Background: an optimization exercise with open tools, aiming at small area, a short achievable clock period and few clock cycles per item. Do not read the settings as production practice. Function was checked by simulation only, so behaviour that the tests miss may differ from the original. Power is estimated from default activity; no workload was simulated.

// incubator_setpoint_and_alarm_supervisor
module incubator_setpoint_and_alarm_supervisor #(
  parameter int MAX_DIGITS = 4
) (
  input  logic              clk,
  input  logic              rst_n,
  input  logic              in_valid,
  output logic              in_ready,
  input  logic [1:0]        in_opcode,
  input  logic [isas_pkg::TEMP_W-1:0] in_measured_temp,
  input  logic [3:0]        in_key_code,
  input  logic [isas_pkg::HOST_W-1:0] in_host_target,
  output logic              out_valid,
  input  logic              out_ready,
  output logic [1:0]        out_mode,
  output logic              out_buzzer_on,
  output logic [isas_pkg::TEMP_W-1:0] out_target_temp,
  output logic [isas_pkg::SECS_W-1:0] out_run_seconds,
  output logic              out_control_active,
  output logic              out_controller_reset,
  output logic              out_drive_stop,
  output logic [1:0]        out_host_reply,
  input  logic              cfg_psel,
  input  logic              cfg_penable,
  input  logic              cfg_pwrite,
  input  logic [isas_pkg::APB_AW-1:0] cfg_paddr,
  input  logic [isas_pkg::APB_DW-1:0] cfg_pwdata,
  output logic [isas_pkg::APB_DW-1:0] cfg_prdata,
  output logic              cfg_pready
);
For scale: ~1800 cells after synthesis, ~260 flip-flops, about 160 I/O pins.
export LEC_CHECK = 0
export CAP_MARGIN = 20
export CORE_MARGIN = 2
export CORE_UTILIZATION = 70
export PLACE_DENSITY = 0.74
export SETUP_SLACK_MARGIN = 4.6
export SLEW_MARGIN = 20
create_clock -name core_clock -period 8.0 [get_ports {clk}]
standard.sh (not shown) runs the stock make flow with config.mk's settings and CLKGATE_MAP_FILE= SYNTH_SCRIPT=/design/flow/synth_recipe.tcl, a recipe that flattens the netlist after the stock synthesis.
==> flow/flow/run.sh <==
#!/bin/bash
# Own layout flow: the standard flow (standard.sh: the standard synthesis
# and ORFS steps, unchanged) with one ORFS setting passed through the
# environment: BUFFER_PORTS_ARGS makes every port buffer a
# sky130_fd_sc_hd__buf_1 cell instead of the default delay buffer
# (clkdlybuf4s50_1), which is larger and slower. Every input and output port
# is still buffered; the clock period and constraints are the standard flow's.
# The make/ORFS output goes to standard_flow.log; each ORFS step keeps its own
# log under orfs/logs/.
set -euo pipefail
export BUFFER_PORTS_ARGS="-buffer_cell sky130_fd_sc_hd__buf_1"
bash standard.sh > standard_flow.log 2>&1
Testbench counts at the start, summed over its fixed seeds: cycles 20,685, items 20,000.
Edit:
Settings changed: CORE_UTILIZATION 70 to 60, PLACE_DENSITY 0.74 to not set, SETUP_SLACK_MARGIN 4.6 to 4.1.
What happened:
- first-iteration DRC count went down by 35%
- final cell count hardly moves
- non-clock buffer count went down by 18
- worst setup slack got worse by 0.079 ns
- worst hold slack got worse by 0.015 ns
- global-route usage went down by 8.3 points
- clock skew went up by 0.0048 ns
- sequential power barely changes
- register-to-register slack got worse by 0.08 ns

========
## red
Starting RTL as in the previous note.
==> flow/config.mk <==
export PLATFORM = sky130hd
export DESIGN_NAME = incubator_setpoint_and_alarm_supervisor
export DESIGN_NICKNAME = incubator_setpoint_and_alarm_supervisor
export VERILOG_FILES = /design/flow/design.v
export SDC_FILE = /design/flow/constraint.sdc
export NUM_CORES = 4
export LEC_CHECK = 0
export CAP_MARGIN = 20
export CORE_MARGIN = 2
export CORE_UTILIZATION = 60
export SETUP_SLACK_MARGIN = 4.4
export SLEW_MARGIN = 20
==> flow/constraint.sdc <==
create_clock -name core_clock -period 8.0 [get_ports {clk}]
set_input_delay 1.6000 -clock core_clock [delete_from_list [all_inputs] [get_ports {clk}]]
set_output_delay 1.6000 -clock core_clock [all_outputs]
set_load 0.01 [all_outputs]
Scripts as last shown in full above: flow/flow/run.sh
Testbench counts of red, summed over its fixed seeds: cycles 20,685, items 20,000.
Relative to red, the following input files were edited for blue:
Settings: changing SETUP_SLACK_MARGIN from 4.4 to 4.6.
Findings:
blue reached the end of the flow, and the finished layout is clean on the timing, DRC and antenna checks.
blue consumes less power than red does.
For red, the start-to-end type of the worst setup path was primary input to flop, unlike blue, where it was flop to flop.
Delta (blue minus red): placer's final routability congestion estimate increased by about 2.2% relative to the old numbers, utilization moved up, combinational share of power shows an increase of 0.9 points.
The following lists how green was set up differently from blue:
Settings: changing SETUP_SLACK_MARGIN from 4.6 to 4.2.
### Flow results
Between green and blue, the fraction of the mapped netlist area in adder cells does not differ in any meaningful way.
Vias: green fewer than blue
Sort green and blue by worst reg-to-reg setup slack desc -> top: green
Higher number of placed instances, taps included among green and blue: green
The run with more setup slack is blue; green has less.
green vs blue, highest attainable clock frequency went down by about 0.66%.
When green is measured against blue, its portion of the layout cell area used by non-clock buffers turns out 1.8 points lower.
green vs. blue: share of total power in the clock network went up by 1.6 points.
Of green and blue, it is green that has the lower power.

==> static timing again, ports no longer ideal <==
No port has a modelled driver above. Below, the same layouts with a new extraction and two added sets of constraints. Step 1: set_driving_cell puts a clkbuf_16 on clk and a buf_2 on each other input, an assumption about the parent block. Step 2 times the ports against the registers' clock, not the clock port: input delays grow and output delays shrink by t, the midpoint of the rising clock arrivals with the driver on. Three values: ideal ports, drivers, drivers and shift; two values: the first two.
run	shift t [ns]	slack for setup (ns)	hold WS [ns]	worst setup path after step 2	latest minus earliest clock arrival (ns)
the first run of note 1	0.583	4.253 / 4.253 / 3.882	0.479 / 0.479 / 0.479	input to register	0.012 / 0.012
the second run of note 1	0.594	4.174 / 4.174 / 3.664	0.464 / 0.464 / 0.464	input to register	0.018 / 0.018
red	0.599	4.335 / 4.350 / 3.751	0.464 / 0.464 / 0.464	input to register	0.020 / 0.019
blue	0.597	4.273 / 4.273 / 3.864	0.455 / 0.455 / 0.455	input to register	0.015 / 0.015
green	0.593	4.249 / 4.263 / 3.670	0.466 / 0.466 / 0.466	input to register	0.016 / 0.015
After both steps every run listed still meets setup and hold. For red, which loses most, drivers alone change the setup slack by +0.015 ns; drivers and shift together by -0.584 ns.
